Context: an optimization exercise on an open-source flow, tuned for a short achievable clock period and few clock cycles. The choices shown serve that exercise and are no tape-out recipe. The RTL was checked by simulation tests, not by an equivalence proof against the original design. Power is estimated from default activity; no workload was simulated.

File: flow/run.sh
#!/bin/bash
# synth_recipe.tcl (not shown) runs the flow's synth.tcl, then flattens the netlist and writes it again
# the make line also repeats each setting of config.mk as NAME=value (left out here)
make -C /OpenROAD-flow-scripts/flow DESIGN_CONFIG=/design/flow/config.mk WORK_HOME=/design/flow/orfs CLKGATE_MAP_FILE= SYNTH_SCRIPT=/design/flow/synth_recipe.tcl finish
File: flow/config.mk
export PLATFORM = sky130hd
export DESIGN_NAME = cpuTop
export DESIGN_NICKNAME = cpuTop
export VERILOG_FILES = /design/flow/design.v
export SDC_FILE = /design/flow/constraint.sdc
export NUM_CORES = 4
export LEC_CHECK = 0
export CAP_MARGIN = 20
export CORE_MARGIN = 2
export CORE_UTILIZATION = 40
export PLACE_DENSITY = 0.6
export SLEW_MARGIN = 20
File: flow/constraint.sdc
create_clock -name core_clock -period 7.0 [get_ports {CLK}]
set_input_delay 1.4000 -clock core_clock [delete_from_list [all_inputs] [get_ports {CLK}]]
set_output_delay 1.4000 -clock core_clock [all_outputs]
set_load 0.01 [all_outputs]
File: flow/design.v
`timescale 1ns/1ps
package cpuPkg;
    typedef logic [7:0]  data_t;
    typedef logic [7:0]  addr_t;
    typedef logic [15:0] instr_t;
    typedef logic [1:0]  regIdx_t;
    typedef logic [3:0]  flags_t;
    localparam int FLAG_Z = 3;
    localparam int FLAG_C = 2;
    localparam int FLAG_N = 1;
    localparam int FLAG_O = 0;
    localparam int MEM_DEPTH = 256;
    localparam int NUM_REGS  = 4;
    localparam int OPC_HI   = 15;
    localparam int OPC_LO   = 12;
    localparam int MODE_BIT = 10;   
    localparam int DST_HI   = 9;
    localparam int DST_LO   = 8;
    localparam int SRC1_HI  = 5;
    localparam int SRC1_LO  = 4;
    localparam int SRC2_HI  = 1;
    localparam int SRC2_LO  = 0;
    localparam int IMM_HI   = 7;
    localparam int IMM_LO   = 0;
    typedef enum logic [3:0] {
        opAnd, opOr, opNot, opAdd, opSub, opLsr, opLsl, opInc,
        opDec, opBra, opBne, opMov, opLd, opSt, opNopE, opNopF
    } opcode_t;
    typedef enum logic [2:0] {
        passA, andOp, orOp, notA, addOp, subOp, lsrOp, lslOp
    } aluOp_t;
    typedef enum logic [1:0] {regClear, regLoad, regDec, regInc} regFun_t;
    typedef enum logic [1:0] {srcAlu, srcMem, srcImm} wrSrc_t;
    typedef enum logic [1:0] {fetchHi, fetchLo, exec} phase_t;
endpackage
`timescale 1ns/1ps
module regFile (
    input  logic  CLK,
    input  logic  rstN_i,
    input  logic    ctlWrEn_i,
    input  cpuPkg::regFun_t ctlFun_i,
    input  cpuPkg::regIdx_t ctlDst_i,
    input  cpuPkg::regIdx_t ctlSrcA_i,
    input  cpuPkg::regIdx_t ctlSrcB_i,
    input  cpuPkg::wrSrc_t  ctlWrSrc_i,
    input  cpuPkg::data_t aluRes_i,
    input  cpuPkg::data_t memData_i,
    input  cpuPkg::data_t imm_i,
    output cpuPkg::data_t opA_o,
    output cpuPkg::data_t opB_o
);
    cpuPkg::data_t regs [cpuPkg::NUM_REGS];
    cpuPkg::data_t loadData;
    always_comb begin
        case (ctlWrSrc_i)
            cpuPkg::srcMem:  loadData = memData_i;
            cpuPkg::srcImm:  loadData = imm_i;
            default: loadData = aluRes_i;
        endcase
    end
    always_ff @(posedge CLK) begin
        if (!rstN_i) begin
            for (int i = 0; i < cpuPkg::NUM_REGS; i++) begin
                regs[i] <= '0;
            end
        end else if (ctlWrEn_i) begin
            case (ctlFun_i)
                cpuPkg::regClear: regs[ctlDst_i] <= '0;
                cpuPkg::regLoad:  regs[ctlDst_i] <= loadData;
                cpuPkg::regDec:   regs[ctlDst_i] <= regs[ctlDst_i] - 8'd1;
                cpuPkg::regInc:   regs[ctlDst_i] <= regs[ctlDst_i] + 8'd1;
            endcase
        end
    end
    assign opA_o = regs[ctlSrcA_i];
    assign opB_o = regs[ctlSrcB_i];
endmodule
`timescale 1ns/1ps
module alu (
    input  logic   CLK,
    input  logic   rstN_i,
    input  cpuPkg::aluOp_t op_i,
    input  cpuPkg::data_t  a_i,
    input  cpuPkg::data_t  b_i,
    input  logic   flagWe_i,
    output cpuPkg::data_t  result_o,
    output cpuPkg::flags_t flags_o
);
    logic [8:0] sum;
    logic [8:0] diff;
    cpuPkg::data_t      res;
    cpuPkg::flags_t     flagReg;
    cpuPkg::flags_t     nextFlags;
    assign sum  = {1'b0, a_i} + {1'b0, b_i};
    assign diff = {1'b0, a_i} - {1'b0, b_i};   
    always_comb begin
        nextFlags = flagReg;
        case (op_i)
            cpuPkg::andOp: res = a_i & b_i;
            cpuPkg::orOp:  res = a_i | b_i;
            cpuPkg::notA:  res = ~a_i;
            cpuPkg::addOp: begin
                res = sum[7:0];
                nextFlags[cpuPkg::FLAG_C] = sum[8];
                nextFlags[cpuPkg::FLAG_O] = (a_i[7] == b_i[7]) && (res[7] != a_i[7]);
            end
            cpuPkg::subOp: begin
                res = diff[7:0];
                nextFlags[cpuPkg::FLAG_C] = diff[8];
                nextFlags[cpuPkg::FLAG_O] = (a_i[7] != b_i[7]) && (res[7] != a_i[7]);
            end
            cpuPkg::lsrOp: begin
                res = a_i >> 1;
                nextFlags[cpuPkg::FLAG_C] = a_i[0];   
            end
            cpuPkg::lslOp: begin
                res = a_i << 1;
                nextFlags[cpuPkg::FLAG_C] = a_i[7];
            end
            default: res = a_i;
        endcase
        nextFlags[cpuPkg::FLAG_Z] = (res == '0);
        nextFlags[cpuPkg::FLAG_N] = res[7];
    end
    always_ff @(posedge CLK) begin
        if (!rstN_i) begin
            flagReg <= '0;
        end else if (flagWe_i) begin
            flagReg <= nextFlags;
        end
    end
    assign result_o = res;
    assign flags_o  = flagReg;
endmodule
`timescale 1ns/1ps
module addrUnit (
    input  logic  CLK,
    input  logic  rstN_i,
    input  logic  pcInc_i,
    input  logic  pcLoad_i,
    input  logic  addrSel_i,
    input  cpuPkg::addr_t target_i,
    output cpuPkg::addr_t memAddr_o
);
    cpuPkg::addr_t pc;
    always_ff @(posedge CLK) begin
        if (!rstN_i) begin
            pc <= '0;
        end else if (pcLoad_i) begin
            pc <= target_i;   
        end else if (pcInc_i) begin
            pc <= pc + 8'd1;
        end
    end
    assign memAddr_o = addrSel_i ? target_i : pc;
endmodule
`timescale 1ns/1ps
module dataMem (
    input  logic  CLK,
    input  logic  rstN_i,
    input  logic  we_i,
    input  cpuPkg::addr_t addr_i,
    input  cpuPkg::data_t wData_i,
    input  logic  progWe_i,
    input  cpuPkg::addr_t progAddr_i,
    input  cpuPkg::data_t progData_i,
    output cpuPkg::data_t rData_o
);
    cpuPkg::data_t mem [cpuPkg::MEM_DEPTH];
    always_ff @(posedge CLK) begin
        if (!rstN_i) begin
            if (progWe_i) begin
                mem[progAddr_i] <= progData_i;
            end
        end else if (we_i) begin
            mem[addr_i] <= wData_i;
        end
    end
    assign rData_o = mem[addr_i];
endmodule
`timescale 1ns/1ps
module ctrlUnit (
    input  logic   CLK,
    input  logic   rstN_i,
    input  cpuPkg::data_t  memData_i,
    input  cpuPkg::flags_t flags_i,
    output logic    rfWrEn_o,
    output cpuPkg::regFun_t rfFun_o,
    output cpuPkg::regIdx_t rfDst_o,
    output cpuPkg::regIdx_t rfSrcA_o,
    output cpuPkg::regIdx_t rfSrcB_o,
    output cpuPkg::wrSrc_t  rfWrSrc_o,
    output cpuPkg::data_t  imm_o,
    output cpuPkg::aluOp_t aluOp_o,
    output logic   flagWe_o,
    output logic   pcInc_o,
    output logic   pcLoad_o,
    output logic   addrSel_o,
    output logic   memWe_o,
    output logic   instrDone_o
);
    cpuPkg::phase_t  phase;
    cpuPkg::instr_t  ir;
    cpuPkg::opcode_t opc;
    always_ff @(posedge CLK) begin
        if (!rstN_i) begin
            phase <= cpuPkg::fetchHi;
        end else begin
            case (phase)
                cpuPkg::fetchHi: phase <= cpuPkg::fetchLo;
                cpuPkg::fetchLo: phase <= cpuPkg::exec;
                default: phase <= cpuPkg::fetchHi;
            endcase
        end
    end
    always_ff @(posedge CLK) begin
        if (phase == cpuPkg::fetchHi) begin
            ir[cpuPkg::OPC_HI:cpuPkg::IMM_HI+1] <= memData_i;
        end
        if (phase == cpuPkg::fetchLo) begin
            ir[cpuPkg::IMM_HI:cpuPkg::IMM_LO] <= memData_i;
        end
    end
    assign opc         = cpuPkg::opcode_t'(ir[cpuPkg::OPC_HI:cpuPkg::OPC_LO]);
    assign imm_o       = ir[cpuPkg::IMM_HI:cpuPkg::IMM_LO];
    assign instrDone_o = (phase == cpuPkg::exec);
    assign pcInc_o     = (phase != cpuPkg::exec);
    always_comb begin
        rfWrEn_o  = 1'b0;
        rfFun_o   = cpuPkg::regLoad;
        rfDst_o   = ir[cpuPkg::DST_HI:cpuPkg::DST_LO];
        rfSrcA_o  = ir[cpuPkg::SRC1_HI:cpuPkg::SRC1_LO];
        rfSrcB_o  = ir[cpuPkg::SRC2_HI:cpuPkg::SRC2_LO];
        rfWrSrc_o = cpuPkg::srcAlu;
        aluOp_o      = cpuPkg::passA;
        flagWe_o     = 1'b0;
        pcLoad_o     = 1'b0;
        addrSel_o    = 1'b0;
        memWe_o      = 1'b0;
        if (phase == cpuPkg::exec) begin
            case (opc)
                cpuPkg::opAnd, cpuPkg::opOr, cpuPkg::opNot, cpuPkg::opAdd, cpuPkg::opSub, cpuPkg::opLsr, cpuPkg::opLsl, cpuPkg::opMov: begin
                    rfWrEn_o = 1'b1;
                    flagWe_o    = 1'b1;
                    case (opc)
                        cpuPkg::opAnd:   aluOp_o = cpuPkg::andOp;
                        cpuPkg::opOr:    aluOp_o = cpuPkg::orOp;
                        cpuPkg::opNot:   aluOp_o = cpuPkg::notA;
                        cpuPkg::opAdd:   aluOp_o = cpuPkg::addOp;
                        cpuPkg::opSub:   aluOp_o = cpuPkg::subOp;
                        cpuPkg::opLsr:   aluOp_o = cpuPkg::lsrOp;
                        cpuPkg::opLsl:   aluOp_o = cpuPkg::lslOp;
                        default: aluOp_o = cpuPkg::passA;   
                    endcase
                end
                cpuPkg::opInc, cpuPkg::opDec: begin
                    rfWrEn_o = 1'b1;
                    rfFun_o  = (opc == cpuPkg::opInc) ? cpuPkg::regInc : cpuPkg::regDec;
                end
                cpuPkg::opLd: begin
                    rfWrEn_o  = 1'b1;
                    rfWrSrc_o = ir[cpuPkg::MODE_BIT] ? cpuPkg::srcImm : cpuPkg::srcMem;
                    addrSel_o    = 1'b1;
                end
                cpuPkg::opSt: begin
                    rfSrcB_o = ir[cpuPkg::DST_HI:cpuPkg::DST_LO];   
                    addrSel_o   = 1'b1;
                    memWe_o     = 1'b1;
                end
                cpuPkg::opBra: pcLoad_o = 1'b1;
                cpuPkg::opBne: pcLoad_o = !flags_i[cpuPkg::FLAG_Z];
                default: ;   
            endcase
        end
    end
endmodule
`timescale 1ns/1ps
module cpuTop (
    input  logic   CLK,
    input  logic   rstN_i,
    input  logic   progWe_i,
    input  cpuPkg::addr_t  progAddr_i,
    input  cpuPkg::data_t  progData_i,
    output logic   memWe_o,
    output cpuPkg::addr_t  memAddr_o,
    output cpuPkg::data_t  memWData_o,
    output cpuPkg::flags_t flags_o,
    output logic   instrDone_o
);
    cpuPkg::data_t  memData;
    cpuPkg::data_t  imm;
    cpuPkg::data_t  opA;
    cpuPkg::data_t  aluRes;
    cpuPkg::aluOp_t aluOp;
    logic   flagWe;
    logic   pcInc;
    logic   pcLoad;
    logic   addrSel;
    logic    rfWrEn;
    cpuPkg::regFun_t rfFun;
    cpuPkg::regIdx_t rfDst;
    cpuPkg::regIdx_t rfSrcA;
    cpuPkg::regIdx_t rfSrcB;
    cpuPkg::wrSrc_t  rfWrSrc;
    ctrlUnit uCtrl (
        .CLK         (CLK),
        .rstN_i      (rstN_i),
        .memData_i   (memData),
        .flags_i     (flags_o),
        .rfWrEn_o    (rfWrEn),
        .rfFun_o     (rfFun),
        .rfDst_o     (rfDst),
        .rfSrcA_o    (rfSrcA),
        .rfSrcB_o    (rfSrcB),
        .rfWrSrc_o   (rfWrSrc),
        .imm_o       (imm),
        .aluOp_o     (aluOp),
        .flagWe_o    (flagWe),
        .pcInc_o     (pcInc),
        .pcLoad_o    (pcLoad),
        .addrSel_o   (addrSel),
        .memWe_o     (memWe_o),
        .instrDone_o (instrDone_o)
    );
    regFile uRegFile (
        .CLK       (CLK),
        .rstN_i    (rstN_i),
        .ctlWrEn_i  (rfWrEn),
        .ctlFun_i   (rfFun),
        .ctlDst_i   (rfDst),
        .ctlSrcA_i  (rfSrcA),
        .ctlSrcB_i  (rfSrcB),
        .ctlWrSrc_i (rfWrSrc),
        .aluRes_i  (aluRes),
        .memData_i (memData),
        .imm_i     (imm),
        .opA_o     (opA),
        .opB_o     (memWData_o)   
    );
    alu uAlu (
        .CLK      (CLK),
        .rstN_i   (rstN_i),
        .op_i     (aluOp),
        .a_i      (opA),
        .b_i      (memWData_o),
        .flagWe_i (flagWe),
        .result_o (aluRes),
        .flags_o  (flags_o)
    );
    addrUnit uAddr (
        .CLK       (CLK),
        .rstN_i    (rstN_i),
        .pcInc_i   (pcInc),
        .pcLoad_i  (pcLoad),
        .addrSel_i (addrSel),
        .target_i  (imm),
        .memAddr_o (memAddr_o)
    );
    dataMem uMem (
        .CLK        (CLK),
        .rstN_i     (rstN_i),
        .we_i       (memWe_o),
        .addr_i     (memAddr_o),
        .wData_i    (memWData_o),
        .progWe_i   (progWe_i),
        .progAddr_i (progAddr_i),
        .progData_i (progData_i),
        .rData_o    (memData)
    );
endmodule
==> results.txt <==
status finished clean; antenna violations before repair 22; Die X 473 um; Post-Synthesis Cell Area 0.0879 mm2; Achievable Freq 0.160 GHz; number of global-route vias before repair 55.7k; Worst Slack Setup Final 751 ps; DP Wirelength 188,000 um; worst setup path category reg2reg; vias after detailed routing 59.3k; Worst Reg2Reg Path Length in Cells 12; commonest non-fill, non-tap cell in the layout edfxtp_1; setup repair after global routing missed its margin false; IR Drop Worst-Case VDD 0.000308 V; Required @ worst endpoint 7600 ps; Initial Util 40.1%; wire length per cell after detailed routing 32.1 um; Data arrival, critical path 6850 ps; Post-DP Area 0.0921 mm2; global routing usage summed across all routing layers 26.6%; number of clock sinks seen by CTS 2,113; number of nets with antenna violations after routing 0; fraction of the core area covered by cells at the end of the flow 45.1%; Critical R2R Capture uRegFile.regs[0][6]; CTS hold repair buffers 0; average via count per standard cell 6.27; maximum buffer depth of the clock tree 3; worst reg2reg setup slack 750 ps; headroom to the max-slew limit 6.43%; quantity of I/O buffers inserted on ports 40; post-layout minimum cycle time 6250 ps; total wire length 304,000 um; fraction of layout cells with a size suffix above 1 9.87%; iteration count of the initial detailed-routing pass 9; Syn Nets 6,453; sequential fraction of the synthesis area 72.0%; Critical Path Fanout Max 91; WHS 558 ps; global placer's final weighted congestion 0.937; count of final setup violators 0; area enclosed by the die boundary 0.223 mm2; average instance area after synthesis 13.7 um2; Congestion Overflow GR 0; start point of the worst min-delay path uAlu.flagReg[1]; endpoint type of the worst setup path register; Power Dens Cells 295 mW/mm2; max-cap viol count 0; post-synthesis cell type with the largest combined area edfxtp_1; Period Utilization, post-route 89.3%; TritonCTS clock tree done; most used flip-flop cell after synthesis edfxtp_1; FILL cells 19.3k; root buffer cell clkbuf_16; Non-Filler Cell Area, Final 0.0988 mm2; number of flip-flops and latches in the synthesized netlist 2,113; top-level port count 41; worst reg2reg startpoint uCtrl.ir[13]; total clock buffers created by CTS 212; Post-route DRC 0; Endpoint, Worst Hold uAlu.flagReg[1]; largest net degree at the start of global routing 182; Post-synth ARST share 0%; Worst Hold Path Cells 2; Area growth syn-to-layout 12.4%; clock latency on the worst-skew pair 890 ps; number of instances resized during post-cts repair 0; # Post-CTS Setup Buffers 0; Fin Clk Skew 42.7 ps; cell row count 172; die outline height 473 um; total number of H-tree levels 4; number of pins exceeding their max-slew limit in the final report 0; ranking of synthesized cells by area edfxtp_1 72%, nand2_1 4.7%, mux2i_1 3.2%; drt first-iter violations 9,339; top-area cell type share of the netlist area 71.6%; actual transition at the worst max-transition pin 1400 ps; cell count after synthesis 6,403; register clock-pin slew on the reported worst setup and hold paths 70 ps; total number of yosys warnings 5; Yosys cell types 99; standby leakage power 32.4 nW; Hold WC Path Type reg2reg; worst-case setup slack after placement 1180 ps; Total Nets Final 6,454; Worst Setup Start Kind register; top library cells by usage in the layout, fill and taps aside 2,095 x edfxtp_1, 1,096 x nand2_1, 402 x a21oi_1; first-pass GRT wire length 425,000 um; final hold violation count 0; EDFF count, synth 2,095; Core ar. 0.219 mm2
==> worst max-delay path, cell delays in order (launching register included) <==
cell	delay (ps)
edfxtp_1	600
and3b_2	590
a21oi_4	120
nor2_4	750
inv_8	430
buf_4	430
a21oi_1	180
a22oi_1	110
a2111oi_0	1060
o22ai_1	250
o2111a_1	310
a211oi_2	710
o21ai_0	200
==> area by class of cell <==
class / instances / area (um2) / area share [%]
Antenna cell: 8 / 20.0 / 0.0203
Clock buffer: 255 / 5600 / 5.67
Clock inverter: 132 / 1060 / 1.08
Inverter: 65 / 259 / 0.262
Multi-Input combinational cell: 3763 / 22600 / 22.8
Sequential cell: 2113 / 63300 / 64.0
Tap cell: 2871 / 3590 / 3.64
Timing Repair Buffer: 249 / 2410 / 2.44
==> cells in the mapped netlist (all sizes together), types with 53 or more instances <==
cell type  instances
o22ai            139
nand3            170
mux2i            279
nor2             343
nand2           1101
clkbuf           217
a311oi            79
nor4              67
nor3              53
buf              245
a31oi             69
a211oi           145
inv               64
edfxtp          2095
a32oi             71
and3             129
o21ai            152
a21oi            409
==> worst max-delay path by stage <==
| stage | start | end | slack (ps) |
|---|---|---|---|
| detailed placement | uCtrl.ir[13] | uRegFile.regs[1][6] | 1180 |
| CTS | uCtrl.ir[13] | memAddr_o[0] | 1140 |
| global route | uCtrl.ir[13] | uRegFile.regs[1][5] | 770 |
| global placement | rstN_i | uMem.mem[97][3] | 1150 |
| finish | uCtrl.ir[13] | uRegFile.regs[0][6] | 750 |
| floorplan | uCtrl.ir[13] | uMem.mem[0][0] | -2900 |
==> sequential cells by signal, summed over array words and instances, names as in the netlist, named ones only <==
| register | flops |
|---|---|
| uRegFile.regs | 32 |
| uMem.mem | 2048 |
| uCtrl.ir | 15 |
| uCtrl.phase | 2 |
| uAddr.pc | 8 |
| uAlu.flagReg | 4 |
==> where the power goes <==
part | internal [W] | switching (W) | total (W)
logic | 0.00110 | 0.00284 | 0.00394
clock network | 0.00610 | 0.00496 | 0.0111
registers | 0.0140 | 0.000109 | 0.0141
==> per-stage QoR <==
stage / cells / power [W] / TNS (ps)
after floorplan: 6403 / 0.0166 / -1484210
after global placement: 9059 / 0.0182 / 0
after detailed placement: 9061 / 0.0182 / 0
after CTS: 9448 / 0.0290 / 0
after global routing: 9448 / 0.0297 / 0
final: 9456 / 0.0291 / 0
==> kinds of logic (layout without fill, tap and decap cells) <==
logic type / Yosys count / in the layout / share of synthesized area [%]
flops: 2113 / 2113 / 72.0
other cells: 0 / 8 / 0
xor+xnor: 13 / 13 / 0.130
compound gates: 1409 / 1409 / 10.8
mux: 325 / 325 / 4.09
fa+ha+maj: 31 / 31 / 0.458
simple gates: 1985 / 1985 / 9.81
buf+inv: 527 / 701 / 2.67
==> routing by layer <==
metal / up-vias / track usage [%] / wire length (um)
li1: 24600 / - / -
met1: 29900 / 35.8 / 117000
met2: 3879 / 39.8 / 134000
met3: 775 / 7.02 / 35700
met4: 14 / 13.2 / 17200
met5: - / 0 / 84
Testbench counts, summed over its fixed seeds: cycles 148,686.

## port drivers added, routing unchanged
No port has a modelled driver above. Below, the same layout with a new extraction and two added sets of constraints.
Step 1 assumes that a clkbuf_16 drives the clock port and a buf_2 every other input.
Step 2 adds t to the input delays and takes it off the output delays; t is the mean of the earliest and latest rising clock arrival at the registers after step 1. Input paths then give back, and output paths get back, about the clock's delay inside the block.
a / b / c = no drivers / after step 1 / after step 2; a / b = the first two.
shift t [ns]: 0.959
setup WS [ns]: 0.751 / 0.751 / 0.751
worst setup path after step 2: register to register
After both steps setup and hold are still met in this run. For this run, drivers alone change the setup slack by 0.000 ns; drivers and shift together by 0.000 ns.
